This is an optimization exercise on Yosys and OpenROAD, whose aim is small area, a short achievable clock period and few clock cycles per item, not a production implementation.
Only simulation tests tie the RTL to the original design; equivalence was not proved.
No activity file was given, so power comes from the tool's default toggle rates.

## flow/design.v (module list and top-level ports; edited modules follow where they fit)
// module rabc_front: 2450 lines
// module rabc_fa: 10 lines
// module rabc_queue: 26 lines
// module rabc_back: 167 lines
// module rabc_side: 27 lines
// module rabc_csa: 13 lines
// module row_activity_bound_checker: 107 lines
module row_activity_bound_checker (
   input  logic        clock,
   input  logic        reset,
   input  logic        req_valid,
   output logic        req_ready,
   input  logic [31:0] req_coefficient,
   input  logic [31:0] req_var_low,
   input  logic        req_var_low_infinite,
   input  logic [31:0] req_var_high,
   input  logic        req_var_high_infinite,
   input  logic [31:0] req_row_low,
   input  logic        req_row_low_infinite,
   input  logic [31:0] req_row_high,
   input  logic        req_row_high_infinite,
   input  logic        req_last_term,
   output logic        rsp_valid,
   input  logic        rsp_ready,
   output logic [63:0] rsp_least_activity,
   output logic        rsp_min_unbounded,
   output logic [63:0] rsp_greatest_activity,
   output logic        rsp_max_unbounded,
   output logic [1:0]  rsp_verdict,
   input  logic        csr_write_en,
   input  logic [15:0] csr_write_data
);
  // ...
==> flow/flow/run.sh <==
#!/bin/bash
set -euo pipefail
MARGIN=${RABC_SETUP_MARGIN:-6.3}
if grep -q 'SETUP_SLACK_MARGIN=' standard.sh; then
   sed -e "s/SETUP_SLACK_MARGIN=[^ ]*/SETUP_SLACK_MARGIN=${MARGIN}/" standard.sh > standard_margin.sh
else
   sed -e "s/ \"\${@:-finish}\"/ SETUP_SLACK_MARGIN=${MARGIN} \"\${@:-finish}\"/" standard.sh > standard_margin.sh
fi
bash standard_margin.sh > flow_make.log 2>&1
==> flow/standard.sh <==
#!/bin/bash
# synth_recipe.tcl (not shown) runs the flow's synth.tcl, then flattens the netlist and writes it again
# the make line also repeats each setting of config.mk as NAME=value (left out here)
make -C /OpenROAD-flow-scripts/flow DESIGN_CONFIG=/design/flow/config.mk WORK_HOME=/design/flow/orfs CLKGATE_MAP_FILE= SYNTH_SCRIPT=/design/flow/synth_recipe.tcl "${@:-finish}"
==> flow/config.mk <==
export PLATFORM = sky130hd
export DESIGN_NAME = row_activity_bound_checker
export DESIGN_NICKNAME = row_activity_bound_checker
export VERILOG_FILES = /design/flow/design.v
export SDC_FILE = /design/flow/constraint.sdc
export NUM_CORES = 4
export LEC_CHECK = 0
export CAP_MARGIN = 20
export CORE_MARGIN = 2
export CORE_UTILIZATION = 40
export SETUP_SLACK_MARGIN = 5
export SLEW_MARGIN = 20
export SYNTH_HIERARCHICAL = 1
export TNS_END_PERCENT = 100
==> flow/constraint.sdc <==
create_clock -name core_clock -period 10.0 [get_ports {clock}]
set_input_delay 2.0000 -clock core_clock [delete_from_list [all_inputs] [get_ports {clock}]]
set_output_delay 2.0000 -clock core_clock [all_outputs]
set_load 0.01 [all_outputs]
==> results.sh, run 1 <==
export IMPL_synth_top_family_by_area="adder cells"
export IMPL_gr_usage_met3_pct=14.4
export IMPL_p_switching_w=0.0167
export IMPL_outcome="finished clean"
export IMPL_place_area_sq_mm=0.0967
export IMPL_path_delay_family="compound AO/OA/AOI/OAI gates"
export IMPL_drc=0
export IMPL_pg_seq_w=0.00669
export IMPL_crit_path_frequent_cell="a21oi_2"
export IMPL_slew_headroom_pct=29.3
export IMPL_die_x_um=480
export IMPL_min_period_over_period_pct=50.7
export IMPL_place_ws_ps=3580
export IMPL_cp_startpoint="u_front.t_max_go"
export IMPL_synthAdderAreaFrac_pct=34.6
export IMPL_r2r_cells=19
export IMPL_ys_ff_latch=827
export IMPL_synthToLayoutAreaGrowth_pct=30.0
export IMPL_clkPwrFrac_pct=10.3
export IMPL_cp_arrival_ps=5590
export IMPL_nNonClkInverters=332
export IMPL_die_h_um=480
export IMPL_grt_util_met1_pct=45.1
export IMPL_ctsRootBufferMaster="clkbuf_16"
export IMPL_peakVddDrop_v=0.000707
export IMPL_synth_cells=8071
export IMPL_tightest_slew_ps=1060
export IMPL_highest_layer="met5"
export IMPL_num_io_pins=320
export IMPL_finClkSkew_ps=89.9
export IMPL_core_area_sq_mm=0.225
export IMPL_min_delay_start="u_front.s1_last"
Testbench counts, summed over its fixed seeds: cycles 24,070, terms 24,046.
==> run 2, diff against run 1 <==
--- a/flow/design.v
+++ b/flow/design.v
@@ -44,30 +44,36 @@
       for (int i = 0; i < 16; i++) begin
          d_one[i] = cx[2*i+1] ^ cx[2*i];
          d_two[i] = (cx[2*i+2] & !cx[2*i+1] & !cx[2*i]) | (!cx[2*i+2] & cx[2*i+1] & cx[2*i]);
       end
    end
    logic               s1_valid;
    logic [15:1]        s1_one;
    logic [15:0]        s1_two;
+   logic [15:0]        s1_one_n, s1_two_n, s1_neg_n;
    logic [31:0]        s1_coef;
    logic [31:0]        s1_b_min, s1_b_max;
    logic               s1_min_inf, s1_max_inf;
    logic signed [31:0] s1_row_low, s1_row_high;
    logic               s1_row_low_inf, s1_row_high_inf, s1_last;
    always_ff @(posedge clock) begin
       if (reset) begin
          s1_valid <= 1'b0;
       end else if (!hold) begin
          s1_valid <= accept;
       end
       if (!hold) begin
          s1_one          <= d_one[15:1];    
          s1_two          <= d_two;
+         s1_one_n        <= ~d_one;
+         s1_two_n        <= ~d_two;
+         for (int i = 0; i < 16; i++) begin
+            s1_neg_n[i]  <= !req_coefficient[2*i+1];
+         end
          s1_coef         <= req_coefficient;
          s1_b_min        <= req_coefficient[31] ? req_var_high : req_var_low;
          s1_b_max        <= req_coefficient[31] ? req_var_low : req_var_high;
          s1_min_inf      <= req_coefficient[31] ? req_var_high_infinite : req_var_low_infinite;
          s1_max_inf      <= req_coefficient[31] ? req_var_low_infinite : req_var_high_infinite;
          s1_row_low      <= req_row_low;
          s1_row_low_inf  <= req_row_low_infinite;
          s1_row_high     <= req_row_high;
@@ -84,19 +90,19 @@
    always_comb begin
       c_mag       = s1_coef[30:0] ^ {31{s1_coef[31]}};
       significant = {c_mag, s1_coef[31]} > {15'd0, tolerance, 1'b0};
       for (int i = 0; i < 16; i++) begin
          mn_one[i] = (i == 0) ? s1_coef[0] : s1_one[i];
          mn_neg[i] = s1_coef[2*i+1];
       end
       mn_two  = s1_two;
-      mx_one  = mn_one;
-      mx_two  = mn_two;
-      mx_neg  = mn_neg;
+      mx_one  = ~s1_one_n;
+      mx_two  = ~s1_two_n;
+      mx_neg  = ~s1_neg_n;
       hi_eps  = 33'(s1_row_high) + tol_wide;
       lo_eps  = 33'(s1_row_low) - tol_wide;
    end
    wire [34:0] mn_bx = {{2{s1_b_min[31]}}, s1_b_min, 1'b0};
    wire [33:0] mn_pp0 = ({34{mn_one[0]}} & mn_bx[34:1] | {34{mn_two[0]}} & mn_bx[33:0]) ^ {34{mn_neg[0]}};
    wire mn_ppn0 = ~mn_pp0[33];
    wire [33:0] mn_pp1 = ({34{mn_one[1]}} & mn_bx[34:1] | {34{mn_two[1]}} & mn_bx[33:0]) ^ {34{mn_neg[1]}};
    wire mn_ppn1 = ~mn_pp1[33];
==> flow/flow/run.sh (replaced) <==
#!/bin/bash
set -euo pipefail
MARGIN=${RABC_SETUP_MARGIN:-5.4}
if grep -q 'SETUP_SLACK_MARGIN=' standard.sh; then
   sed -e "s/SETUP_SLACK_MARGIN=[^ ]*/SETUP_SLACK_MARGIN=${MARGIN}/" standard.sh > standard_margin.sh
else
   sed -e "s/ \"\${@:-finish}\"/ SETUP_SLACK_MARGIN=${MARGIN} \"\${@:-finish}\"/" standard.sh > standard_margin.sh
fi
bash standard_margin.sh > flow_make.log 2>&1
==> flow/config.mk (replaced) <==
export PLATFORM = sky130hd
export DESIGN_NAME = row_activity_bound_checker
export DESIGN_NICKNAME = row_activity_bound_checker
export VERILOG_FILES = /design/flow/design.v
export SDC_FILE = /design/flow/constraint.sdc
export NUM_CORES = 4
export LEC_CHECK = 0
export CAP_MARGIN = 20
export CORE_MARGIN = 2
export CORE_UTILIZATION = 55
export SETUP_SLACK_MARGIN = 5
export SLEW_MARGIN = 20
export SYNTH_HIERARCHICAL = 1
export TNS_END_PERCENT = 100
==> run 2 against run 1 <==
Net effect: register-to-register slack better by 40 ps; non-clock buffer count is 576 lower; sequential cell count is 48 higher; synthesized area is 1.3% higher; first-iteration DRC count is 23% lower; critical path type unchanged; critical endpoint is now u_back.acc_verdict[0]; largest power group unchanged.
==> results.sh, run 2 <==
export IMPL_placementRows=150
export IMPL_synthTopCellsByCount="fa_1, xnor2_1, edfxtp_1"
export IMPL_r2r_end="u_back.acc_verdict[0]"
export IMPL_wl_um=339000
export IMPL_synth_top_cell_by_area="fa_1"
export IMPL_finalHoldViolations=0
export IMPL_synth_most_common_cell="fa_1"
export IMPL_outcome="finished clean"
export IMPL_min_delay_start="u_front.s1_last"
export IMPL_synth_area_sq_mm=0.0919
export IMPL_io_buffers=319
export IMPL_grt_setup_unrepaired="yes"
export IMPL_num_io_pins=320
export IMPL_cp_max_fo=5
export IMPL_p_total_w=0.0339
export IMPL_grt_max_degree=165
export IMPL_min_period_over_period_pct=50.2
export IMPL_power_static_leakage_nw=42.1
export IMPL_core_area_sq_mm=0.166
export IMPL_cts_buffers=101
export IMPL_layout_common_cells="fa_1, xnor2_1, edfxtp_1, ha_1, o22ai_1"
export IMPL_synth_cells=8229
export IMPL_die_x_um=413
export IMPL_end_kind="flip-flop"
export IMPL_n_fill_cell=13400
export IMPL_start_util_pct=55.2
export IMPL_avgViaCountPerCell=6.66
export IMPL_cts_tree="done"
export IMPL_track_usage_pct=39.3
export IMPL_layout_commonest_cell="fa_1"
export IMPL_wl_per_cell_um=32.1
export IMPL_holdCritPathClass="flip-flop to flip-flop"
export IMPL_worst_r2r_startpoint="u_front.t_max_go"
export IMPL_synthToLayoutAreaGrowth_pct=12.6
export IMPL_yosys_warnings=21
export IMPL_worst_setup_path_type="flip-flop to flip-flop"
export IMPL_fin_nets=10200
export IMPL_ys_ff_latch=875
export IMPL_required_ps=10600
export IMPL_cts_sinks=875
export IMPL_synthTopCellsByArea="fa_1, edfxtp_1, xnor2_1"
export IMPL_cp_arrival_ps=5620
export IMPL_htreeDepth=3
export IMPL_postRouteAntennaNets=0
export IMPL_antenna_found_initial=26
export IMPL_critPathLaunchType="flip-flop"
export IMPL_async_flop_share_pct=0
export IMPL_ctsRootBufferMaster="clkbuf_16"
export IMPL_grt_pass1_wl_um=486000
export IMPL_cts_buffer_depth=3
export IMPL_min_delay_worst_endpoint="u_front.t_last"
export IMPL_drt_pass1_iterations=6
export IMPL_drc=0
export IMPL_regToRegSetupSlack_ps=4980
export IMPL_hold_depth=0
export IMPL_dp_hpwl_um=230000
export IMPL_finalSetupTns_ps=0
export IMPL_cp_startpoint="u_front.t_max_go"
export IMPL_peakVddDrop_v=0.000619
export IMPL_synth_flop_cell="edfxtp_1"
export IMPL_fin_crit_ps=5020
export IMPL_slew_viol_final=0
export IMPL_ys_seq_area_share_pct=26.8
export IMPL_slew_headroom_pct=25.3
export IMPL_grt_pass1_vias=70500
export IMPL_finClkSkew_ps=68.8
export IMPL_gp_congestion=0.983
export IMPL_maxCapViolCount=0
export IMPL_die_h_um=413
export IMPL_max_freq_mhz=199
export IMPL_power_density_mw_per_mm2=328
export IMPL_drive_gt1_share_pct=10.5
export IMPL_path_clk_slew_ps=60
export IMPL_synth_edff_count=712
export IMPL_synthDistinctLibCells=87
export IMPL_drt_iter0_drc=8653
export IMPL_hold_buffers=0
export IMPL_yosys_area_top_type_share_pct=26.4
export IMPL_tightest_slew_ps=1120
export IMPL_grt_ovfl_total=0
export IMPL_r2r_cells=21
export IMPL_clock_latency_ps=790
export IMPL_postSynthAreaPerCell_sq_um=11.2
export IMPL_num_vias=70400
export IMPL_dieArea_sq_mm=0.170
export IMPL_setup_viol=0
[run 2: cell types whose count changed after synthesis, moves of 13 or more]
cell,change
a21oi_1,+18
a22oi_1,-496
buf_1,-82
clkbuf_1,+80
edfxtp_1,+48
inv_1,+91
nand2b_1,-13
nor2_1,+25
o21a_1,+19
o21ai_0,-26
o22ai_1,+496
xnor2_1,+18
xor2_1,-18
[run 2: cell type report]
class / instances / area (sq um) / share of cell area (%)
Tap cell: 2204 / 2760 / 2.66
Clock buffer: 127 / 2760 / 2.67
Antenna cell: 12 / 30.0 / 0.0290
Timing Repair Buffer: 627 / 6280 / 6.06
Clock inverter: 65 / 688 / 0.665
Sequential cell: 875 / 24700 / 23.8
Multi-Input combinational cell: 6243 / 64700 / 62.5
Inverter: 425 / 1660 / 1.60
[run 2: how the worst max path moves through the flow]
stage	to	cells after the start
final	u_back.acc_verdict[0]	21
after global routing	u_back.acc_verdict[0]	18
after CTS	u_back.acc_verdict[1]	22
after detailed placement	u_back.acc_verdict[0]	20
after global placement	u_back.acc_verdict[0]	19
after floorplan	u_front.s1_b_max[0]	2
[run 2: stage by stage]
| stage | hold WS [ps] | instances | setup WS, ps | instance area [sq um] | utilization (%) |
|---|---|---|---|---|---|
| floorplan | 400 | 8237 | 517 | 92000 | - |
| global placement | 420 | 10200 | 4060 | 96500 | 58.0 |
| detailed placement | 407 | 10200 | 3950 | 96500 | 58.0 |
| CTS | 432 | 10500 | 5040 | 102000 | 61.5 |
| global route | 445 | 10600 | 4910 | 103000 | 62.2 |
| finish | 430 | 10600 | 4980 | 104000 | 62.2 |
[run 2: critical path: stages (launching register included)]
cell       delay (ps)
dfxtp_4           360
buf_12            150
buf_16            150
and2_4            140
fa_1              540
inv_2              70
ha_4              260
inv_2              40
ha_4              260
a21oi_2            50
maj3_2            300
o21bai_2          190
a221oi_4          110
a21bo_4           260
o31ai_4           330
a21o_1            220
a21oi_2            80
o211ai_1          450
xnor2_2           230
a2111oi_2          60
a311o_1           310
nor3_2            230
[run 2: per-layer routing]
metal	global-route usage [%]	up-vias	wire length, um
met1	56.4	35600	136000
met3	11.9	930	45600
li1	-	29000	-
met4	16.0	8	16000
met2	55.4	4946	141000
met5	0	-	57
[run 2: cell families (layout without fill, tap and decap cells)]
group / Yosys count / count (layout) / synth area share [%]
DFF: 875 / 875 / 26.8
and+or+nand+nor: 1015 / 1015 / 5.84
adders and majority gates: 1779 / 1779 / 34.1
muxes: 85 / 85 / 1.02
buffers and inverters: 1119 / 1244 / 4.69
other: 2 / 22 / 0.00817
xor gates and xnor gates: 1297 / 1297 / 12.4
AOI/OAI and AO/OA: 2057 / 2057 / 15.1
[run 2: modules after synthesis (local to each module, per instance), excerpt]
module | cells | copies in the design | area (sq um) | flip-flops and latches
rabc_front | 4209 | 1 | 42700 | 576
rabc_back | 999 | 1 | 11500 | 282
rabc_queue | 55 | 1 | 616 | 17
rabc_fa | 1 | 1210 | 20.0 | 0
rabc_side | 878 | 2 | 6420 | 0
[run 2: timing repair]
action                                  CTS  global route
pin swaps                                81            80
endpoints found under the setup margin  253           107
resized for setup                       284           171
setup buffers                            66            46
gates cloned                             16             2
[run 2: where the power goes]
part           switching, W  leakage [nW]  internal, W
Clock               0.00169          1.65      0.00215
Combinational        0.0143          31.8      0.00898
Sequential         0.000627          8.70      0.00620
Testbench counts of run 2, summed over its fixed seeds: cycles 24,070, terms 24,046.
==> run 3, diff against run 2 <==
==> flow/run.sh (new file) <==
#!/bin/bash
# synth_recipe.tcl (not shown) runs the flow's synth.tcl, then flattens the netlist and writes it again
# the make line also repeats each setting of config.mk as NAME=value (left out here)
make -C /OpenROAD-flow-scripts/flow DESIGN_CONFIG=/design/flow/config.mk WORK_HOME=/design/flow/orfs CLKGATE_MAP_FILE= SYNTH_SCRIPT=/design/flow/synth_recipe.tcl finish
--- a/flow/config.mk
+++ b/flow/config.mk
@@ -7,7 +7,7 @@
 export LEC_CHECK = 0
 export CAP_MARGIN = 20
 export CORE_MARGIN = 2
-export CORE_UTILIZATION = 55
+export CORE_UTILIZATION = 40
 export SETUP_SLACK_MARGIN = 5
 export SLEW_MARGIN = 20
 export SYNTH_HIERARCHICAL = 1
removed: flow/flow/run.sh
removed: flow/standard.sh
==> run 3 against run 2 <==
Net effect: worst hold slack improved by 1.9 ps; non-clock buffer count fell by 53; fmax rose by 1.6%; power fell by 3.4%; count of clock-buffer cells in the layout rose by 2; critical endpoint is now u_back.rsp_verdict_fold[0].
==> results.sh, run 3 <==
export IMPL_cp_max_fo=8
export IMPL_synthMuxAreaShare_pct=1.02
export IMPL_cp_cell_sequence="buf_12 > clkbuf_16 > and2_4 > fa_2 > fa_1 > ha_4 > a21o_1 > a21o_1 > a21oi_2 > o21ai_1 > a21oi_2 > o31ai_4 > a21o_1 > a21oi_2 > o211ai_1 > xnor2_2 > a2111oi_4 > a311o_1 > nor3_2"
export IMPL_htreeDepth=3
export IMPL_r2r_cells=19
export IMPL_start_util_pct=40.3
export IMPL_num_io_pins=320
export IMPL_finClkSkew_ps=101
export IMPL_outcome="finished clean"
export IMPL_cts_buffers=104
export IMPL_max_freq_mhz=202
export IMPL_yosys_warnings=21
export IMPL_path_delay_family="compound AO/OA/AOI/OAI gates"
export IMPL_hold_depth=0
export IMPL_cts_tree="done"
export IMPL_peakVddDrop_v=0.000424
export IMPL_avgViaCountPerCell=6.16
export IMPL_hold_buffers=0
export IMPL_synth_cells=8229
export IMPL_min_delay_start="u_front.s1_last"
export IMPL_cp_num_buf_inv=2
export IMPL_placementRows=175
export IMPL_required_ps=10620
export IMPL_power_static_leakage_nw=41.9
export IMPL_max_stage_delay_ps=650
export IMPL_synthAdderAreaFrac_pct=34.1
export IMPL_finalSetupTns_ps=0
export IMPL_grt_setup_unrepaired="yes"
export IMPL_finalHoldViolations=0
export IMPL_postRouteAntennaNets=0
export IMPL_synth_top_cell_by_area="fa_1"
export IMPL_synth_area_sq_mm=0.0919
export IMPL_layout_common_cells="fa_1, xnor2_1, edfxtp_1, ha_1, o22ai_1"
export IMPL_die_x_um=483
export IMPL_grt_max_degree=164
export IMPL_tightest_slew_ps=1080
export IMPL_antenna_found_initial=35
export IMPL_postSynthAreaPerCell_sq_um=11.2
export IMPL_synthToLayoutAreaGrowth_pct=12.5
export IMPL_slew_viol_final=0
export IMPL_worst_r2r_startpoint="u_front.t_max_go"
export IMPL_synth_most_common_cell="fa_1"
export IMPL_critPathLaunchType="flip-flop"
export IMPL_final_area_sq_mm=0.103
export IMPL_yosys_area_top_type_share_pct=26.4
export IMPL_drc=0
export IMPL_setup_viol=0
export IMPL_dp_hpwl_um=236000
export IMPL_fin_nets=10200
export IMPL_crit_slowest_cell="fa_2"
export IMPL_grt_pass1_vias=71400
export IMPL_stdcell_count=11300
export IMPL_cts_sinks=875
export IMPL_clock_latency_ps=810
export IMPL_ys_ff_latch=875
export IMPL_dp_cells=11100
export IMPL_drt_iter0_drc=8353
export IMPL_ctsRootBufferMaster="clkbuf_16"
export IMPL_synth_flop_cell="edfxtp_1"
export IMPL_min_period_over_period_pct=49.4
export IMPL_worst_setup_path_type="flip-flop to flip-flop"
export IMPL_async_flop_share_pct=0
export IMPL_maxCapViolCount=0
export IMPL_cp_arrival_ps=5570
export IMPL_fin_crit_ps=4940
export IMPL_layout_commonest_cell="fa_1"
export IMPL_synth_top_family_by_area="adder cells"
export IMPL_ys_seq_area_share_pct=26.8
export IMPL_end_kind="flip-flop"
export IMPL_power_density_mw_per_mm2=317
export IMPL_path_clk_slew_ps=60
export IMPL_wl_um=345000
export IMPL_yosys_area_share_simple_pct=5.84
export IMPL_cts_buffer_depth=3
export IMPL_synthXorXnorAreaFrac_pct=12.4
export IMPL_io_buffers=319
export IMPL_synth_edff_count=712
export IMPL_cp_startpoint="u_front.t_max_go"
export IMPL_core_area_sq_mm=0.228
export IMPL_gp_congestion=0.951
export IMPL_dieArea_sq_mm=0.234
export IMPL_num_vias=69900
export IMPL_synth_compound_area_share_pct=15.1
export IMPL_die_h_um=483
export IMPL_grt_ovfl_total=0
export IMPL_synthTopCellsByArea="fa_1, edfxtp_1, xnor2_1"
export IMPL_worst_path_stages=19
export IMPL_drive_gt1_share_pct=8.70
export IMPL_wl_per_cell_um=30.4
export IMPL_synthDistinctLibCells=87
export IMPL_track_usage_pct=28.7
export IMPL_grt_pass1_wl_um=497000
export IMPL_slew_headroom_pct=27.9
export IMPL_synthTopCellsByCount="fa_1, xnor2_1, edfxtp_1"
export IMPL_drt_pass1_iterations=7
export IMPL_holdCritPathClass="flip-flop to flip-flop"
export IMPL_place_area_sq_mm=0.0976
==> run 3: cell counts after synthesis <==
No cell type changed its count.
==> run 3: final cells by class <==
type | instances | area, sq um
clock buffer | 129 | 2760
clock inverter | 67 | 933
fill | 20800 | 125000
antenna | 17 | 42.5
sequential | 875 | 24700
multi-input combinational | 6243 | 63900
timing repair buffer | 574 | 5690
inverter | 425 | 1610
tap | 3009 | 3760
==> run 3: worst paths after layout <==
check	slack, ps	endpoint
min reg2reg	430	u_front.t_last
max	5060	u_back.rsp_verdict_fold[0]
max reg2reg	5060	u_back.rsp_verdict_fold[0]
min	430	u_front.t_last
==> run 3: cell families (layout without fill, tap and decap cells) <==
group,Yosys count,count (layout)
buffers and inverters,1119,1195
DFF,875,875
other,2,27
adders and majority gates,1779,1779
xor gates and xnor gates,1297,1297
muxes,85,85
AOI/OAI and AO/OA,2057,2057
and+or+nand+nor,1015,1015
==> run 3: metrics by stage <==
stage / power, W / hold slack (ps) / utilization (%) / setup WS (ps)
2_1_floorplan: 0.0170 / 400 / - / 517
3_3_place_gp: 0.0267 / 412 / 42.8 / 3850
3_5_place_dp: 0.0272 / 422 / 42.8 / 3770
4_1_cts: 0.0314 / 436 / 44.8 / 4970
5_1_grt: 0.0343 / 456 / 45.4 / 4920
6_report: 0.0328 / 432 / 45.4 / 5060
==> run 3: timing repair <==
item | CTS | global route
gates resized for setup | 88 | 169
buffers inserted | 19 | 36
pin swaps | 18 | 89
setup endpoints to repair | 126 | 73
gates cloned | 10 | 7
==> run 3: per-layer routing <==
metal | GRT usage (%) | up-vias | wire (um)
li1 | - | 28900 | -
met1 | 40.8 | 35400 | 145000
met2 | 40.7 | 4788 | 142000
met3 | 9.53 | 812 | 43800
met4 | 9.84 | 10 | 13400
met5 | 0 | - | 97
==> run 3: power by group <==
group | switching [W] | internal, W
clock | 0.00174 | 0.00240
combinational | 0.0132 | 0.00864
sequential | 0.000597 | 0.00619
total | 0.0156 | 0.0172
==> run 3: worst register-to-register path, cell delays in order (launching register included) <==
cell and delay (ps):
dfxtp_4 390, buf_12 170, clkbuf_16 180, and2_4 140
fa_2 650, fa_1 490, ha_4 240, a21o_1 140
a21o_1 180, a21oi_2 170, o21ai_1 110, a21oi_2 170
o31ai_4 120, a21o_1 220, a21oi_2 160, o211ai_1 210
xnor2_2 400, a2111oi_4 90, a311o_1 320, nor3_2 220
==> run 3: per-module statistics from Yosys (local to each module, per instance), excerpt <==
module      cells  flops+latches
rabc_front   4209            576
rabc_side     878              0
rabc_fa         1              0
rabc_back     999            282
rabc_queue     55             17
==> run 4, diff against run 3 <==
--- a/flow/config.mk
+++ b/flow/config.mk
@@ -5,10 +5,10 @@
 export SDC_FILE = /design/flow/constraint.sdc
 export NUM_CORES = 4
 export LEC_CHECK = 0
-export CAP_MARGIN = 20
+export CAP_MARGIN = 5
 export CORE_MARGIN = 2
 export CORE_UTILIZATION = 40
 export SETUP_SLACK_MARGIN = 5
-export SLEW_MARGIN = 20
+export SLEW_MARGIN = 5
 export SYNTH_HIERARCHICAL = 1
 export TNS_END_PERCENT = 100
==> run 4 against run 3 <==
Net effect: clock power is essentially flat; cell count is essentially flat; sequential power is essentially flat; synthesized cell count is the same; count of clock-buffer cells in the layout is the same; power grew 0.23%; first-iteration DRC count is essentially flat; critical endpoint unchanged; largest power group unchanged.
==> results.sh, run 4 <==
export IMPL_outcome="finished clean"
export IMPL_drt_iter0_drc=8355
export IMPL_postSynthAreaPerCell_sq_um=11.2
export IMPL_multiInputGateArea_sq_mm=0.0639
export IMPL_gp_congestion=0.951
export IMPL_max_stage_delay_ps=540
export IMPL_layout_commonest_cell="fa_1"
export IMPL_power_density_mw_per_mm2=318
export IMPL_grt_setup_unrepaired="yes"
export IMPL_p_switching_w=0.0156
export IMPL_cts_tree="done"
export IMPL_drt_pass1_iterations=7
export IMPL_cts_buffer_depth=3
export IMPL_clock_latency_ps=810
export IMPL_synth_edff_count=712
export IMPL_ctsRootBufferMaster="clkbuf_16"
export IMPL_power_static_leakage_nw=41.9
export IMPL_wl_per_cell_um=30.4
export IMPL_drc=0
export IMPL_die_x_um=483
export IMPL_pwr_share_seq_pct=20.7
export IMPL_yosys_area_top_type_share_pct=26.4
export IMPL_finClkSkew_ps=102
export IMPL_antenna_found_initial=35
export IMPL_clkPwrFrac_pct=12.6
export IMPL_cp_arrival_ps=5580
export IMPL_finalHoldViolations=0
export IMPL_synth_area_sq_mm=0.0919
export IMPL_max_freq_mhz=202
export IMPL_synthTopCellsByCount="fa_1, xnor2_1, edfxtp_1"
export IMPL_worst_setup_path_type="flip-flop to flip-flop"
export IMPL_grt_util_met1_pct=40.8
export IMPL_dp_cells=11100
export IMPL_fin_crit_ps=4950
export IMPL_synthDistinctLibCells=87
export IMPL_start_util_pct=40.3
export IMPL_maxCapViolCount=0
export IMPL_drive_gt1_share_pct=8.70
export IMPL_num_io_pins=320
export IMPL_synth_cells=8229
export IMPL_tightest_slew_ps=1140
export IMPL_required_ps=10620
export IMPL_synth_most_common_cell="fa_1"
export IMPL_critPathLaunchType="flip-flop"
export IMPL_cp_max_fo=8
export IMPL_grt_max_degree=164
export IMPL_grt_pass1_vias=71400
export IMPL_end_kind="flip-flop"
export IMPL_dieArea_sq_mm=0.234
export IMPL_grt_pass1_wl_um=497000
export IMPL_synthToLayoutAreaGrowth_pct=12.5
export IMPL_holdCritPathClass="flip-flop to flip-flop"
export IMPL_cp_cell_sequence="buf_12 > buf_16 > and2_1 > fa_2 > fa_1 > ha_4 > a21o_1 > a21o_1 > a21oi_2 > o21ai_1 > a21oi_2 > o31ai_4 > a21o_1 > a21oi_2 > o211ai_1 > xnor2_2 > a2111oi_4 > a311o_1 > nor3_2"
export IMPL_p_int_w=0.0172
export IMPL_num_vias=69900
export IMPL_crit_slowest_cell="fa_2"
export IMPL_peakVddDrop_v=0.000434
export IMPL_finalSetupTns_ps=0
export IMPL_synth_flop_cell="edfxtp_1"
export IMPL_min_period_over_period_pct=49.5
export IMPL_wl_um=345000
export IMPL_grtUsageMet2_pct=40.7
export IMPL_track_usage_pct=28.7
export IMPL_path_clk_slew_ps=60
export IMPL_avgViaCountPerCell=6.16
export IMPL_core_area_sq_mm=0.228
export IMPL_ys_seq_area_share_pct=26.8
export IMPL_ys_ff_latch=875
export IMPL_yosys_warnings=21
export IMPL_postRouteAntennaNets=0
export IMPL_async_flop_share_pct=0
export IMPL_dp_hpwl_um=236000
export IMPL_htreeDepth=3
export IMPL_setup_viol=0
export IMPL_cts_buffers=104
export IMPL_synthTopCellsByArea="fa_1, edfxtp_1, xnor2_1"
export IMPL_comb_power_share_pct=66.7
export IMPL_grt_ovfl_total=0
export IMPL_stdcell_count=11300
export IMPL_io_buffers=319
export IMPL_placementRows=175
export IMPL_gr_usage_met3_pct=9.53
export IMPL_layout_common_cells="fa_1, xnor2_1, edfxtp_1, ha_1, o22ai_1"
export IMPL_cts_sinks=875
export IMPL_slew_viol_final=0
export IMPL_n_fill_cell=20800
export IMPL_regArea_sq_mm=0.0247
export IMPL_top_usage_layer="met1"
export IMPL_die_h_um=483
export IMPL_swShare_pct=47.5
export IMPL_fin_nets=10200
export IMPL_synth_top_cell_by_area="fa_1"
export IMPL_slew_headroom_pct=24.1
==> run 4: kinds of logic after synthesis <==
| family | Yosys count | share of synthesized area (%) |
|---|---|---|
| adder cells (fa/ha/maj) | 1779 | 34.1 |
| AND/OR/NAND/NOR | 1015 | 5.84 |
| AO/OA/AOI/OAI | 2057 | 15.1 |
| multiplexers | 85 | 1.02 |
| flip-flops | 875 | 26.8 |
| XOR/XNOR | 1297 | 12.4 |
| buffers and inverters | 1119 | 4.69 |
| other | 2 | 0.00817 |
==> run 4: area by class of cell <==
cell class | instances | area share [%]
sequential | 875 | 23.9
inverter | 425 | 1.56
clock inverter | 67 | 0.903
clock buffer | 129 | 2.67
antenna | 18 | 0.0436
tap | 3009 | 3.64
timing repair buffer | 574 | 5.49
multi-input combinational | 6243 | 61.8
==> run 4: per-module statistics from Yosys (local to each module, per instance), a selection <==
module      cell area [sq um]  flops+latches  cells inside  times used
rabc_side                6420              0           878           2
rabc_back               11500            282           999           1
rabc_front              42700            576          4209           1
rabc_fa                  20.0              0             1        1210
rabc_queue                616             17            55           1
==> run 4: stage by stage <==
step                      cell area (sq um)  utilization [%]  worst slack (ps)  hold slack [ps]  total power, W
final                                103000             45.4              5050              432          0.0329
after global routing                 103000             45.4              4920              456          0.0343
after CTS                            102000             44.8              4970              436          0.0314
after detailed placement              97600             42.8              3770              422          0.0272
after global placement                97600             42.8              3850              412          0.0267
after floorplan                       92000                -               517              400          0.0170
==> run 4: power by group through the flow <==
stage                     logic, W  registers, W  clock network [W]
after floorplan             0.0106       0.00635                  0
after global placement      0.0199       0.00683                  0
after detailed placement    0.0203       0.00682                  0
after CTS                   0.0205       0.00674            0.00423
after global routing        0.0232       0.00683            0.00434
final                       0.0219       0.00679            0.00414
==> run 4: repair_timing <==
action,CTS,global route
buffers inserted,19,36
resized for setup,88,170
setup endpoints to repair,126,74
hold buffers,0,0
gates cloned,10,7
pin swaps,18,89
==> run 4: worst paths after layout <==
path	slack, ps	start	depth (start not counted)	to
worst max-delay path	5050	u_front.t_max_go	19	u_back.rsp_verdict_fold[0]
worst min-delay path	430	u_front.s1_last	0	u_front.t_last
worst max register to register	5050	u_front.t_max_go	19	u_back.rsp_verdict_fold[0]
worst min register to register	430	u_front.s1_last	0	u_front.t_last
==> run 4: metal layers <==
metal	routed length, um	vias to the layer above
met5	97	-
met4	13500	10
li1	-	28900
met2	142000	4815
met3	43900	812
met1	145000	35400
==> run 4: critical path: cells and delay by family (launching register included) <==
family	cells	cell delay (ps)
AND/OR/NAND/NOR	2	410
AO/OA/AOI/OAI	11	1880
adder cells (fa/ha/maj)	3	1300
flip-flops	1	420
XOR/XNOR	1	400
buffers and inverters	2	350
==> run 5, diff against run 4 <==
--- a/flow/config.mk
+++ b/flow/config.mk
@@ -5,10 +5,10 @@
 export SDC_FILE = /design/flow/constraint.sdc
 export NUM_CORES = 4
 export LEC_CHECK = 0
-export CAP_MARGIN = 5
+export CAP_MARGIN = 10
 export CORE_MARGIN = 2
 export CORE_UTILIZATION = 40
 export SETUP_SLACK_MARGIN = 5
-export SLEW_MARGIN = 5
+export SLEW_MARGIN = 10
 export SYNTH_HIERARCHICAL = 1
-export TNS_END_PERCENT = 100
+export TNS_END_PERCENT = 10
==> run 5 against run 4 <==
Net effect: synthesized area unchanged; worst hold slack gained 19 ps; still clean on timing, DRC and antenna; first-iteration DRC count up 5.9%; count of clock-buffer cells in the layout rose by 7; fmax down 0.18%; power down 2.2%; critical path depth down 3; wire length decreased by 0.17%; sequential power up 1%; clock skew down 17 ps.
==> results.sh, run 5 <==
export IMPL_peakVddDrop_v=0.000532
export IMPL_critPathLaunchType="flip-flop"
export IMPL_drt_pass1_iterations=7
export IMPL_async_flop_share_pct=0
export IMPL_fin_crit_ps=4960
export IMPL_finClkSkew_ps=84.3
export IMPL_pwr_share_seq_pct=21.3
export IMPL_grt_pass1_wl_um=496000
export IMPL_worst_r2r_startpoint="u_front.t_min_go"
export IMPL_worst_setup_path_type="flip-flop to flip-flop"
export IMPL_htreeDepth=3
export IMPL_ys_ff_latch=875
export IMPL_p_switching_w=0.0152
export IMPL_tightest_slew_ps=1100
export IMPL_stdcell_count=11300
export IMPL_postRouteAntennaNets=0
export IMPL_num_io_pins=320
export IMPL_hold_depth=0
export IMPL_dieArea_sq_mm=0.234
export IMPL_start_util_pct=40.3
export IMPL_power_static_leakage_nw=41.7
export IMPL_r2r_cells=16
export IMPL_min_period_over_period_pct=49.6
export IMPL_synthToLayoutAreaGrowth_pct=11.9
export IMPL_grt_ovfl_total=0
export IMPL_core_area_sq_mm=0.228
export IMPL_grt_pass1_vias=71800
export IMPL_layout_common_cells="fa_1, xnor2_1, edfxtp_1, ha_1, o22ai_1"
export IMPL_min_delay_start="u_front.s1_last"
export IMPL_yosys_area_top_type_share_pct=26.4
export IMPL_slew_viol_final=0
export IMPL_cp_max_fo=17
export IMPL_required_ps=10540
export IMPL_path_clk_slew_ps=60
export IMPL_drive_gt1_share_pct=8.16
export IMPL_slew_headroom_pct=26.8
export IMPL_max_freq_mhz=201
export IMPL_drc=0
export IMPL_holdCritPathClass="flip-flop to flip-flop"
export IMPL_drt_iter0_drc=8852
export IMPL_comb_power_share_pct=66.3
export IMPL_synth_cells=8229
export IMPL_grt_max_degree=156
export IMPL_cts_buffer_depth=3
export IMPL_ys_seq_area_share_pct=26.8
export IMPL_regToRegSetupSlack_ps=5040
export IMPL_cts_sinks=875
export IMPL_wl_um=344000
export IMPL_end_kind="flip-flop"
export IMPL_place_area_sq_mm=0.0976
export IMPL_cp_arrival_ps=5500
export IMPL_dp_hpwl_um=235000
export IMPL_track_usage_pct=28.6
export IMPL_wl_per_cell_um=30.4
export IMPL_antenna_found_initial=35
export IMPL_synthDistinctLibCells=87
export IMPL_hold_buffers=0
export IMPL_die_x_um=483
export IMPL_place_ws_ps=3970
export IMPL_ctsRootBufferMaster="clkbuf_16"
export IMPL_num_vias=70100
export IMPL_layout_commonest_cell="fa_1"
export IMPL_n_fill_cell=20800
export IMPL_r2r_end="u_back.acc_verdict[1]"
export IMPL_final_setup_worst_slack_ps=5040
export IMPL_finalSetupTns_ps=0
export IMPL_maxCapViolCount=0
export IMPL_postSynthAreaPerCell_sq_um=11.2
export IMPL_synth_top_cell_by_area="fa_1"
export IMPL_synthTopCellsByCount="fa_1, xnor2_1, edfxtp_1"
export IMPL_synth_edff_count=712
export IMPL_synthTopCellsByArea="fa_1, edfxtp_1, xnor2_1"
export IMPL_finalHoldViolations=0
export IMPL_synth_most_common_cell="fa_1"
export IMPL_outcome="finished clean"
export IMPL_clkPwrFrac_pct=12.4
export IMPL_swShare_pct=47.4
export IMPL_die_h_um=483
export IMPL_clock_latency_ps=820
export IMPL_cts_tree="done"
export IMPL_synth_flop_cell="edfxtp_1"
export IMPL_synth_area_sq_mm=0.0919
export IMPL_placementRows=175
export IMPL_grt_setup_unrepaired="yes"
export IMPL_p_int_w=0.0169
export IMPL_cts_buffers=105
export IMPL_final_area_sq_mm=0.103
export IMPL_dp_cells=11100
export IMPL_fin_nets=10200
export IMPL_setup_viol=0
export IMPL_yosys_warnings=21
export IMPL_gp_congestion=0.971
export IMPL_avgViaCountPerCell=6.19
export IMPL_min_delay_worst_endpoint="u_front.t_last"
export IMPL_p_total_w=0.0321
export IMPL_io_buffers=319
export IMPL_power_density_mw_per_mm2=313
-- run 5: cell counts after synthesis --
Identical to the previous run, type by type.
-- run 5: metrics by stage --
step	util (%)	hold WS [ps]
final	45.1	450
after global routing	45.1	461
after CTS	44.7	441
after detailed placement	42.8	409
after global placement	42.8	407
after floorplan	-	400
-- run 5: layout make-up --
type	instances	area [sq um]	area share, %
antenna	14	35.0	0.0341
multi-input combinational	6243	63800	62.1
clock inverter	63	708	0.689
timing repair buffer	555	5380	5.23
inverter	425	1600	1.56
sequential	875	24700	24.0
clock buffer	136	2830	2.75
tap	3009	3760	3.66
-- run 5: cell families after synthesis --
| family | after synthesis | share of synthesized area [%] |
|---|---|---|
| adder cells (fa/ha/maj) | 1779 | 34.1 |
| flip-flops | 875 | 26.8 |
| XOR/XNOR | 1297 | 12.4 |
| multiplexers | 85 | 1.02 |
| buffers and inverters | 1119 | 4.69 |
| AND/OR/NAND/NOR | 1015 | 5.84 |
| other | 2 | 0.00817 |
| AO/OA/AOI/OAI | 2057 | 15.1 |
-- run 5: per-module statistics from Yosys (local to each module, per instance), a selection --
module      flops+latches  times used  cells inside  cell area, sq um
rabc_back             282           1           999             11500
rabc_side               0           2           878              6420
rabc_queue             17           1            55               616
rabc_fa                 0        1210             1              20.0
rabc_front            576           1          4209             42700
-- run 5: worst max-delay path by stage --
stage	from	end	cells after the start
after global placement	u_front.t_min_go	u_back.rsp_min_keep	17
final	u_front.t_min_go	u_back.acc_verdict[1]	16
after CTS	u_front.s1_b_max[31]	u_front.t_max_c[32]	10
after global routing	u_front.t_max_go	u_back.rsp_max_keep	19
after detailed placement	u_front.t_min_go	u_back.rsp_min_keep	19
after floorplan	u_back.acc_done	u_front.s1_b_max[0]	2
-- run 5: repair_timing --
action                     CTS  global route
buffers inserted            21            22
pin swaps                   12            44
gates cloned                 7             3
resized for setup           65           140
setup endpoints to repair  117            83
-- run 5: power groups by stage --
stage          registers [W]  logic [W]  clock network [W]
6_report             0.00686     0.0213            0.00398
3_5_place_dp         0.00687     0.0198                  0
2_1_floorplan        0.00635     0.0106                  0
5_1_grt              0.00688     0.0225            0.00417
4_1_cts              0.00679     0.0199            0.00406
3_3_place_gp         0.00689     0.0194                  0
-- run 5: worst max-delay path: stages (launching register included) --
cell and delay, ps:
dfxtp_4 360, buf_12 140, buf_4 150, clkbuf_16 170, and2_1 160, fa_2 600
fa_1 480, ha_4 310, nand4_1 120, nor2_2 210, nand4_1 170, or4_4 520
buf_4 180, o41ai_4 390, xnor2_2 160, a311o_1 380, buf_4 150
-- run 5: per-layer routing --
metal / part of all wire (%) / GRT usage, % / routed length, um
met1: 41 / 39.7 / 143000
met5: 0.075 / 0.184 / 259
met4: 4.6 / 11.7 / 15800
met2: 41 / 40.7 / 142000
met3: 13 / 9.48 / 43400
==> run 6, diff against run 5 <==
--- a/flow/config.mk
+++ b/flow/config.mk
@@ -10,5 +10,4 @@
 export CORE_UTILIZATION = 40
 export SETUP_SLACK_MARGIN = 5
 export SLEW_MARGIN = 10
-export SYNTH_HIERARCHICAL = 1
 export TNS_END_PERCENT = 10
==> run 6 against run 5 <==
Net effect: register-to-register slack worse by 40 ps; cell count rose by 12%; synthesized area rose by 4.3%; critical endpoint is now u_front.t_max_c[35]; wire length increased by 5.2%; count of clock-buffer cells in the layout shrank 10; first-iteration DRC count shrank 0.54%; still clean; design area increased by 3.3%; highest routed layer unchanged.
==> results.sh, run 6 <==
export IMPL_outcome="finished clean"
export IMPL_holdCritPathClass="flip-flop to flip-flop"
export IMPL_cp_cell_sequence="inv_2 > o22ai_1 > xnor2_1 > fa_1 > fa_1 > fa_1 > inv_1 > fa_1 > inv_1 > fa_1 > inv_1 > fa_1"
export IMPL_setup_viol=0
export IMPL_worst_setup_path_type="flip-flop to flip-flop"
export IMPL_p_total_w=0.0322
export IMPL_grt_pass1_vias=76500
export IMPL_synth_most_common_cell="inv_1"
export IMPL_layout_common_cells="inv_1, fa_1, xnor2_1, edfxtp_1, ha_1"
export IMPL_synth_cells=9464
export IMPL_io_buffers=319
export IMPL_path_clk_slew_ps=60
export IMPL_max_freq_mhz=200
export IMPL_power_static_leakage_nw=47.8
export IMPL_crit_path_frequent_cell="fa_1"
export IMPL_slew_viol_final=0
export IMPL_critPathLaunchType="flip-flop"
export IMPL_finalSetupTns_ps=0
export IMPL_synth_top_cell_by_area="fa_1"
export IMPL_synth_flop_cell="edfxtp_1"
export IMPL_wl_per_cell_um=28.6
export IMPL_core_area_sq_mm=0.238
export IMPL_cp_max_fo=32
export IMPL_fin_nets=11400
export IMPL_htreeDepth=3
export IMPL_antenna_found_initial=32
export IMPL_final_area_sq_mm=0.106
export IMPL_synthToLayoutAreaGrowth_pct=10.8
export IMPL_peakVddDrop_v=0.000633
export IMPL_worst_hold_slack_ps=422
export IMPL_num_io_pins=320
export IMPL_wl_um=362000
export IMPL_drt_iter0_drc=8804
export IMPL_place_area_sq_mm=0.102
export IMPL_cts_buffer_depth=3
export IMPL_cts_buffers=104
export IMPL_drive_gt1_share_pct=5.52
export IMPL_max_stage_delay_ps=730
export IMPL_synthTopCellsByCount="inv_1, fa_1, xnor2_1"
export IMPL_grt_setup_unrepaired="yes"
export IMPL_synth_area_sq_mm=0.0958
export IMPL_power_density_mw_per_mm2=303
export IMPL_min_period_over_period_pct=50.0
export IMPL_grt_pass1_wl_um=527000
export IMPL_postSynthAreaPerCell_sq_um=10.1
export IMPL_cts_tree="done"
export IMPL_maxCapViolCount=0
export IMPL_yosys_warnings=15
export IMPL_end_kind="flip-flop"
export IMPL_required_ps=10470
export IMPL_synthDistinctLibCells=81
export IMPL_comb_power_share_pct=65.7
export IMPL_cts_sinks=875
export IMPL_drc=0
export IMPL_n_fill_cell=22400
export IMPL_dieArea_sq_mm=0.244
export IMPL_start_util_pct=40.3
export IMPL_p_switching_w=0.0159
export IMPL_dp_hpwl_um=258000
export IMPL_grt_max_degree=163
export IMPL_finClkSkew_ps=69.8
export IMPL_cp_arrival_ps=5480
export IMPL_finish_utilization_pct=44.6
export IMPL_ys_ff_latch=875
export IMPL_tightest_slew_ps=1300
export IMPL_track_usage_pct=29.4
export IMPL_layout_commonest_cell="inv_1"
export IMPL_die_x_um=493
export IMPL_clock_latency_ps=800
export IMPL_clkPwrFrac_pct=12.9
export IMPL_finalHoldViolations=0
export IMPL_synth_edff_count=712
export IMPL_yosys_area_top_type_share_pct=25.0
export IMPL_crit_slowest_cell="inv_2"
export IMPL_grt_ovfl_total=0
export IMPL_p_int_w=0.0163
export IMPL_placementRows=179
export IMPL_path_delay_family="adder cells"
export IMPL_gp_congestion=0.977
export IMPL_slew_headroom_pct=13.3
export IMPL_drt_pass1_iterations=6
export IMPL_ctsRootBufferMaster="clkbuf_16"
export IMPL_synthTopCellsByArea="fa_1, edfxtp_1, ha_1"
export IMPL_async_flop_share_pct=0
export IMPL_fin_crit_ps=5000
export IMPL_ys_seq_area_share_pct=25.7
export IMPL_swShare_pct=49.4
export IMPL_num_vias=74000
export IMPL_pwr_share_seq_pct=21.4
export IMPL_die_h_um=493
export IMPL_cp_num_buf_inv=4
export IMPL_avgViaCountPerCell=5.83
export IMPL_postRouteAntennaNets=0
==> run 6: cells by family (layout without fill, tap and decap cells) <==
family,Yosys count,in the layout,share of synthesized area [%]
mux,90,90,1.03
compound gates,2073,2073,14.5
fa+ha+maj,1775,1775,32.6
other cells,0,6,0
simple gates,983,983,5.15
buf+inv,2385,2427,9.34
xor+xnor,1283,1283,11.7
flops,875,875,25.7
==> run 6: worst paths after layout <==
kind,startpoint,to,slack [ps],cells past startpoint
max,u_front.s1_b_max[10],u_front.t_max_c[35],5000,12
min,u_front.s1_last,u_front.t_last,420,0
max reg2reg,u_front.s1_b_max[10],u_front.t_max_c[35],5000,12
min reg2reg,u_front.s1_last,u_front.t_last,420,0
==> run 6: stage by stage <==
stage                     setup WS (ps)  cells
after floorplan                     555   9464
after global placement             3580  12500
after detailed placement           3840  12500
after CTS                          4620  12700
after global routing               4850  12700
final                              5000  12700
==> run 6: power by group through the flow <==
stage               Combinational [W]  Sequential [W]  Clock, W
floorplan                      0.0105         0.00631         0
global placement               0.0197         0.00694         0
detailed placement             0.0201         0.00692         0
CTS                            0.0202         0.00684   0.00422
global route                   0.0230         0.00690   0.00435
finish                         0.0212         0.00689   0.00414
==> run 6: metal layers <==
layer | global-route usage, % | vias to the layer above | wire length (um)
met5 | 0.0391 | - | 161
met2 | 42.3 | 4569 | 150000
met3 | 8.52 | 1005 | 43000
li1 | - | 31300 | -
met1 | 40.5 | 37100 | 149000
met4 | 14.0 | 26 | 20200
==> run 6: area by class of cell <==
| type | count | area [sq um] | share of cell area (%) |
|---|---|---|---|
| timing repair buffer | 528 | 4970 | 4.68 |
| antenna | 6 | 15.0 | 0.0141 |
| clock inverter | 71 | 925 | 0.871 |
| inverter | 1702 | 6400 | 6.03 |
| multi-input combinational | 6204 | 62400 | 58.8 |
| sequential | 875 | 24700 | 23.2 |
| tap | 3167 | 3960 | 3.73 |
| clock buffer | 126 | 2810 | 2.64 |
==> run 6: worst reg2reg max path, delay by kind of cell (launching register included) <==
family / cells / cell delay, ps
AOI/OAI and AO/OA: 1 / 280
xor gates and xnor gates: 1 / 200
adders and majority gates: 6 / 2860
buffers and inverters: 4 / 960
DFF: 1 / 410
==> run 6: what timing repair did <==
action / CTS / global route
cloned: 0 / 0
setup endpoints to repair: 183 / 121
resized for setup: 37 / 34
pin swaps: 0 / 3
buffers inserted: 14 / 8
hold buffers: 0 / 0
==> run 7, diff against run 6 <==
--- a/flow/config.mk
+++ b/flow/config.mk
@@ -7,7 +7,8 @@
 export LEC_CHECK = 0
 export CAP_MARGIN = 10
 export CORE_MARGIN = 2
-export CORE_UTILIZATION = 40
+export CORE_UTILIZATION = 55
 export SETUP_SLACK_MARGIN = 5
 export SLEW_MARGIN = 10
+export SYNTH_HIERARCHICAL = 1
 export TNS_END_PERCENT = 10
==> run 7 against run 6 <==
Net effect: core utilization is 16 points higher; combinational power is 7% higher; setup slack worse by 42 ps; register-to-register slack worse by 40 ps; clock skew is 15 ps lower; first-iteration DRC count is 3.1% lower; critical path depth is 5 higher; largest cell class unchanged.
==> results.sh, run 7 <==
export IMPL_gp_congestion=0.978
export IMPL_holdCritPathClass="flip-flop to flip-flop"
export IMPL_crit_path_frequent_cell="o211ai_1"
export IMPL_die_h_um=413
export IMPL_r2r_cells=17
export IMPL_postRouteAntennaNets=0
export IMPL_async_flop_share_pct=0
export IMPL_outcome="finished clean"
export IMPL_finalSetupTns_ps=0
export IMPL_grt_ovfl_total=0
export IMPL_min_period_over_period_pct=50.4
export IMPL_drt_iter0_drc=8527
export IMPL_clock_latency_ps=770
export IMPL_cts_sinks=875
export IMPL_start_util_pct=55.2
export IMPL_grt_pass1_vias=70500
export IMPL_antenna_found_initial=32
export IMPL_io_buffers=319
export IMPL_fin_crit_ps=5040
export IMPL_end_kind="flip-flop"
export IMPL_required_ps=10510
export IMPL_synth_most_common_cell="fa_1"
export IMPL_drc=0
export IMPL_postSynthAreaPerCell_sq_um=11.2
export IMPL_hold_depth=0
export IMPL_cp_max_fo=16
export IMPL_yosys_area_share_simple_pct=5.84
export IMPL_grt_max_degree=147
export IMPL_regToRegSetupSlack_ps=4960
export IMPL_grt_pass1_wl_um=484000
export IMPL_ys_seq_area_share_pct=26.8
export IMPL_track_usage_pct=39.0
export IMPL_synthTopCellsByCount="fa_1, xnor2_1, edfxtp_1"
export IMPL_tightest_slew_ps=1290
export IMPL_n_fill_cell=13600
export IMPL_max_stage_delay_ps=530
export IMPL_synthTopCellsByArea="fa_1, edfxtp_1, xnor2_1"
export IMPL_path_clk_slew_ps=60
export IMPL_synth_edff_count=712
export IMPL_dieArea_sq_mm=0.170
export IMPL_min_delay_worst_endpoint="u_back.rsp_verdict_wait[0]"
export IMPL_synthAdderAreaFrac_pct=34.1
export IMPL_layout_commonest_cell="fa_1"
export IMPL_synth_flop_cell="edfxtp_1"
export IMPL_finClkSkew_ps=54.4
export IMPL_synthDistinctLibCells=87
export IMPL_max_freq_mhz=198
export IMPL_num_vias=70000
export IMPL_crit_slowest_cell="fa_2"
export IMPL_r2r_end="u_back.acc_verdict[0]"
export IMPL_synthXorXnorAreaFrac_pct=12.4
export IMPL_synth_area_sq_mm=0.0919
export IMPL_stdcell_count=10500
export IMPL_synthToLayoutAreaGrowth_pct=10.0
export IMPL_dp_hpwl_um=232000
export IMPL_ctsRootBufferMaster="clkbuf_16"
export IMPL_fin_nets=10100
export IMPL_worst_hold_slack_ps=430
export IMPL_cts_buffers=100
export IMPL_avgViaCountPerCell=6.68
export IMPL_power_static_leakage_nw=41.5
export IMPL_synthMuxAreaShare_pct=1.02
export IMPL_min_delay_start="u_back.acc_verdict[0]"
export IMPL_synth_cells=8229
export IMPL_maxCapViolCount=0
export IMPL_cts_tree="done"
export IMPL_layout_common_cells="fa_1, xnor2_1, edfxtp_1, ha_1, o22ai_1"
export IMPL_ys_ff_latch=875
export IMPL_synth_compound_area_share_pct=15.1
export IMPL_wl_um=337000
export IMPL_finish_utilization_pct=60.7
export IMPL_yosys_warnings=21
export IMPL_die_x_um=413
export IMPL_power_density_mw_per_mm2=331
export IMPL_placementRows=150
export IMPL_dp_cells=10200
export IMPL_worst_r2r_startpoint="u_front.t_max_go"
export IMPL_cp_arrival_ps=5550
export IMPL_synth_top_cell_by_area="fa_1"
export IMPL_cp_cell_sequence="buf_4 > buf_6 > and2_1 > fa_2 > fa_1 > ha_1 > nand4_1 > nor2_4 > o211ai_1 > o31ai_4 > a21o_1 > a21oi_1 > o211ai_1 > xnor2_2 > a2111oi_2 > a311o_1 > nor3_2"
export IMPL_setup_viol=0
export IMPL_finalHoldViolations=0
export IMPL_wl_per_cell_um=32.1
export IMPL_slew_viol_final=0
export IMPL_grt_setup_unrepaired="yes"
export IMPL_peakVddDrop_v=0.000623
export IMPL_slew_headroom_pct=13.7
export IMPL_core_area_sq_mm=0.166
export IMPL_hold_buffers=0
export IMPL_worst_setup_path_type="flip-flop to flip-flop"
export IMPL_synth_top_family_by_area="adder cells"
export IMPL_drive_gt1_share_pct=7.28
export IMPL_critPathLaunchType="flip-flop"
export IMPL_htreeDepth=3
export IMPL_cts_buffer_depth=3
export IMPL_drt_pass1_iterations=8
export IMPL_yosys_area_top_type_share_pct=26.4
export IMPL_num_io_pins=320
==> run 7: cell count changes in the layout (fill, tap and decap cells not counted), moves of 13 or more <==
cell	change
a21oi_1	-70
inv_1	-1269
xnor2_1	+379
nand2_1	-86
o21bai_1	-13
ha_2	+13
nand4_1	-20
fa_2	+15
xor2_1	-372
nor3_1	+15
ha_1	-35
a21o_1	+46
and2_1	+118
==> run 7: per-layer routing <==
metal	vias up	track usage, %	routed length, um
li1	28800	-	-
met1	35500	55.8	139000
met2	4852	55.3	140000
met3	916	11.9	42000
met4	16	15.6	15500
met5	-	0.226	144
==> run 7: area by class of cell <==
class / count / area [sq um] / share of cell area [%]
inverter: 425 / 1600 / 1.58
tap: 2204 / 2760 / 2.73
clock buffer: 119 / 2640 / 2.61
multi-input combinational: 6243 / 63500 / 62.9
sequential: 875 / 24700 / 24.4
clock inverter: 67 / 778 / 0.770
antenna: 16 / 40.0 / 0.0396
timing repair buffer: 535 / 5070 / 5.02
==> run 7: critical path: cells and delay by family (launching register included) <==
| family | cells | cell delay [ps] |
|---|---|---|
| AOI/OAI and AO/OA | 7 | 1820 |
| DFF | 1 | 450 |
| buffers and inverters | 2 | 330 |
| xor gates and xnor gates | 1 | 200 |
| adders and majority gates | 3 | 1370 |
| and+or+nand+nor | 4 | 630 |
==> run 7: metrics by stage <==
| stage | total power [W] | worst slack [ps] | cell area [sq um] |
|---|---|---|---|
| 2_1_floorplan | 0.0170 | 517 | 91900 |
| 3_3_place_gp | 0.0276 | 3950 | 96500 |
| 3_5_place_dp | 0.0280 | 3700 | 96500 |
| 4_1_cts | 0.0320 | 4990 | 101000 |
| 5_1_grt | 0.0348 | 4840 | 101000 |
| 6_report | 0.0335 | 4960 | 101000 |
==> run 7: how the worst max path moves through the flow <==
stage / startpoint / slack [ps] / depth (start not counted) / endpoint
6_report: u_front.t_max_go / 4960 / 17 / u_back.acc_verdict[0]
5_1_grt: u_front.t_max_go / 4840 / 20 / u_back.rsp_verdict_fold[0]
4_1_cts: u_back.min_keep / 4990 / 15 / u_back.rsp_min_ff[54]
3_5_place_dp: u_front.t_max_go / 3700 / 20 / u_back.rsp_verdict_fold[0]
3_3_place_gp: u_front.t_max_go / 3950 / 20 / u_back.acc_verdict[0]
2_1_floorplan: u_back.acc_done / 520 / 2 / u_front.s1_b_max[0]
==> run 7: logic make-up after synthesis <==
logic type	Yosys count
XOR/XNOR	1297
adder cells (fa/ha/maj)	1779
other	2
multiplexers	85
AND/OR/NAND/NOR	1015
flip-flops	875
buffers and inverters	1119
AO/OA/AOI/OAI	2057
==> run 7: power by group <==
part	switching (W)	internal, W
combinational	0.0139	0.00878
clock	0.00167	0.00223
sequential	0.000656	0.00620
==> run 7: modules after synthesis (local to each module, per instance), excerpt <==
module      area [sq um]  flops+latches  cells inside
rabc_side           6420              0           878
rabc_fa             20.0              0             1
rabc_front         42700            576          4209
rabc_queue           616             17            55
rabc_back          11500            282           999
==> run 7: timing repair <==
item	4_1_cts	5_1_grt
buffers inserted	18	14
gates cloned	3	2
pin swaps	14	24
resized for setup	87	64
endpoints found under the setup margin	100	60

==> port drivers added, routing unchanged <==
Ports are ideal in the flow. The routed layouts listed here were re-timed in OpenROAD. Step 1 assumes that a clkbuf_16 drives the clock port and a buf_2 every other input. Step 2 adds t to the input delays and takes it off the output delays; t is the mean of the earliest and latest rising clock arrival at the registers after step 1. Input paths then give back, and output paths get back, about the clock's delay inside the block. a / b / c = no drivers / after step 1 / after step 2; a / b = the first two.
run | t, ns | setup slack, ns | hold WS [ns] | worst slew at a driven data input, ns | cell pins on the clock port's net
run 1 | 0.849 | 4.934 / 4.934 / 4.934 | 0.446 / 0.446 / 0.446 | 0.07 | 1
run 2 | 0.849 | 4.978 / 4.978 / 4.875 | 0.430 / 0.430 / 0.430 | 0.07 | 1
run 3 | 0.854 | 5.057 / 5.057 / 5.057 | 0.432 / 0.432 / 0.432 | 0.21 | 1
run 4 | 0.853 | 5.045 / 5.045 / 5.045 | 0.432 / 0.432 / 0.432 | 0.21 | 1
run 5 | 0.880 | 5.037 / 5.037 / 5.037 | 0.450 / 0.450 / 0.450 | 0.20 | 1
run 6 | 0.852 | 4.998 / 4.998 / 4.998 | 0.422 / 0.422 / 0.422 | 0.11 | 1
run 7 | 0.839 | 4.957 / 4.957 / 4.749 | 0.430 / 0.430 / 0.430 | 0.06 | 1
After both steps every run listed still meets setup and hold. For run 7, which loses most, drivers alone change the setup slack by 0.000 ns; drivers and shift together by -0.208 ns.
